From an optimization exercise on the open Yosys and OpenROAD flow, aimed at small area, a short achievable clock period and few clock cycles; shortcuts taken in it are not production practice.
RTL that was checked went through simulation tests only; none was proved equivalent to the original.

==> job 6920 <==
// rect_top
module rect_top #(
    parameter int  MAX_POINTS = 64,
    localparam int IDX_W      = $clog2(MAX_POINTS)
) (
    input  logic                         clk,
    input  logic                         rst,
    input  logic                         load_en,
    input  logic [IDX_W-1:0]             load_addr,
    input  logic [rect_pkg::coord_w-1:0] load_x,
    input  logic [rect_pkg::coord_w-1:0] load_y,
    input  logic [IDX_W:0]               num_points,
    input  logic                         start,
    output logic [rect_pkg::area_w-1:0]  max_area,
    output logic                         done
);
==> module point_store, before the edit <==
module point_store (
    input  logic              clk,
    input  logic              we,
    input  logic [5:0]        waddr,
    input  rect_pkg::point_t  wdata,
    input  rect_pkg::point_t  bpt,
    output logic [63:0]       cx,       
    output logic [63:0]       cy,       
    input  logic [5:0]        ra,
    input  logic [5:0]        rb,
    output rect_pkg::point_t  qa,
    output rect_pkg::point_t  qb
);
    logic [31:0] ents [0:63];
    for (genvar i = 0; i < 64; i++) begin : g_ent
        logic [31:0] ent;
        always_ff @(posedge clk) begin
            if (we && waddr == 6'(i)) ent <= wdata;
        end
        assign ents[i] = ent;
        assign cx[i]   = rect_pkg::lt16(ent[31:16], bpt.x);
        assign cy[i]   = rect_pkg::lt16(ent[15:0], bpt.y);
    end
    function automatic logic [31:0] rd64(input logic [5:0] a, input logic [2047:0] e);
        logic [31:0] l1 [32];
        logic [31:0] l2 [16];
        logic [31:0] l3 [8];
        logic [31:0] l4 [4];
        logic [31:0] l5 [2];
        for (int j = 0; j < 32; j++) l1[j] = a[0] ? e[32*(2*j+1) +: 32] : e[32*(2*j) +: 32];
        for (int j = 0; j < 16; j++) l2[j] = a[1] ? l1[2*j+1] : l1[2*j];
        for (int j = 0; j < 8; j++)  l3[j] = a[2] ? l2[2*j+1] : l2[2*j];
        for (int j = 0; j < 4; j++)  l4[j] = a[3] ? l3[2*j+1] : l3[2*j];
        for (int j = 0; j < 2; j++)  l5[j] = a[4] ? l4[2*j+1] : l4[2*j];
        rd64 = a[5] ? l5[1] : l5[0];
    endfunction
    logic [2047:0] flat;
    for (genvar i = 0; i < 64; i++) begin : g_flat
        assign flat[32*i +: 32] = ents[i];
    end
    assign qa = rd64(ra, flat);
    assign qb = rd64(rb, flat);
endmodule
Settings: LEC_CHECK=0, CAP_MARGIN=20, CORE_MARGIN=2, CORE_UTILIZATION=35, PLACE_DENSITY=0.45, SETUP_SLACK_MARGIN=5, SLEW_MARGIN=20; clock period 10.0 ns.
run.sh (not shown) runs the stock make flow with config.mk's settings and CLKGATE_MAP_FILE= SYNTH_SCRIPT=/design/flow/synth_recipe.tcl, a recipe that flattens the netlist after the stock synthesis.
==> job 9920: changes against job 6920 <==
--- a/flow/design.v
+++ b/flow/design.v
@@ -68,21 +68,4 @@
     end
-    function automatic logic [31:0] rd64(input logic [5:0] a, input logic [2047:0] e);
-        logic [31:0] l1 [32];
-        logic [31:0] l2 [16];
-        logic [31:0] l3 [8];
-        logic [31:0] l4 [4];
-        logic [31:0] l5 [2];
-        for (int j = 0; j < 32; j++) l1[j] = a[0] ? e[32*(2*j+1) +: 32] : e[32*(2*j) +: 32];
-        for (int j = 0; j < 16; j++) l2[j] = a[1] ? l1[2*j+1] : l1[2*j];
-        for (int j = 0; j < 8; j++)  l3[j] = a[2] ? l2[2*j+1] : l2[2*j];
-        for (int j = 0; j < 4; j++)  l4[j] = a[3] ? l3[2*j+1] : l3[2*j];
-        for (int j = 0; j < 2; j++)  l5[j] = a[4] ? l4[2*j+1] : l4[2*j];
-        rd64 = a[5] ? l5[1] : l5[0];
-    endfunction
-    logic [2047:0] flat;
-    for (genvar i = 0; i < 64; i++) begin : g_flat
-        assign flat[32*i +: 32] = ents[i];
-    end
-    assign qa = rd64(ra, flat);
-    assign qb = rd64(rb, flat);
+    assign qa = ents[ra];
+    assign qb = ents[rb];
 endmodule
- CORE_UTILIZATION: 35 -> 55
- CTS_BUF_LIST: default -> sky130_fd_sc_hd__clkbuf_8
- PLACE_DENSITY: 0.45 -> default
==> qor summary <==
| quantity | job 9920 | job 6920 |
|---|---|---|
| Post-synthesis sequential area ratio | 0.4383 | 0.4165 |
| Adder-cell share of the synthesized area | 0.1119 | 0.1035 |
| Synthesized cell area | 189,100 um^2 | 199,000 um^2 |
| Distinct cell type count after synthesis | 99 | 101 |
| Post-CTS resize count | 362 | 163 |
| Multiplexer fraction of the synthesized cell area | 0.01735 | 0.1667 |
| Average cell area after synthesis | 10.02 um^2 | 11.56 um^2 |
| Number of warnings issued by yosys | 6 | 16 |
| Instance area after placement | 197,900 um^2 | 209,500 um^2 |
| Synth Area in Simple Gates | 0.1501 | 0.1112 |
| Post-synthesis share of cell area spent on xor and xnor gates | 0.007273 | 0.006822 |
| Status | aborted with a tool error | finished clean |
| Last stage reached | global routing (5_1_grt) | - |
| Clock root cell | sky130_fd_sc_hd__clkbuf_8 | sky130_fd_sc_hd__clkbuf_16 |
| Row Count | 215 | 276 |
| Area share of the largest cell type after synthesis | 0.3507 | 0.3332 |
| Starting density of the core | 0.5521 | 0.3518 |
| Post-Syn Instances | 18,870 | 17,210 |
| Placer congestion estimate | 1.254 | 1.035 |
| Height of the die | 590.3 um | 758.0 um |
| Compound-gate portion of the synthesized area | 0.2174 | 0.1430 |
| Final HPWL from detailed placement | 889,400 um | 674,500 um |
| Post-Place Worst Slack | 3312 ps | 3514 ps |
| Die Width | 590.3 um | 758.0 um |
| Placed instance count | 22,910 | 24,090 |
| # H-tree levels | 6 | 5 |
| Number of clock buffers inserted by TritonCTS | 536 | 374 |
Testbench counts of job 6920, summed over its fixed seeds: cycles 6,094.
No functional check of the RTL was part of job 9920.

static timing again, ports no longer ideal:
The results above use ideal ports. As a check the final layout listed here was re-extracted and re-timed, cells and wires unchanged. Step 1 (the two cells are an assumption about what drives the block):
set clk [get_ports {clk}]
set_driving_cell -lib_cell sky130_fd_sc_hd__clkbuf_16 $clk
set_driving_cell -lib_cell sky130_fd_sc_hd__buf_2 [delete_from_list [all_inputs] $clk]
Step 2 moves the port delays by t, midway between the first and last clock arrival at a register: inputs arrive t later, outputs are due t later. That takes back most of the time a late clock gives input paths. Three values: ideal, step 1, step 2; two values: the first two.
run: job 6920
t (ns): 1.131
setup slack, ns: 4.753 / 4.753 / 4.753
hold slack, ns: 0.453 / 0.453 / 0.453
worst setup path after step 2: register to register
clock arrival spread, ns: 0.105 / 0.105
After both steps setup and hold are still met in job 6920. For job 6920, drivers alone change the setup slack by 0.000 ns; drivers and shift together by 0.000 ns.
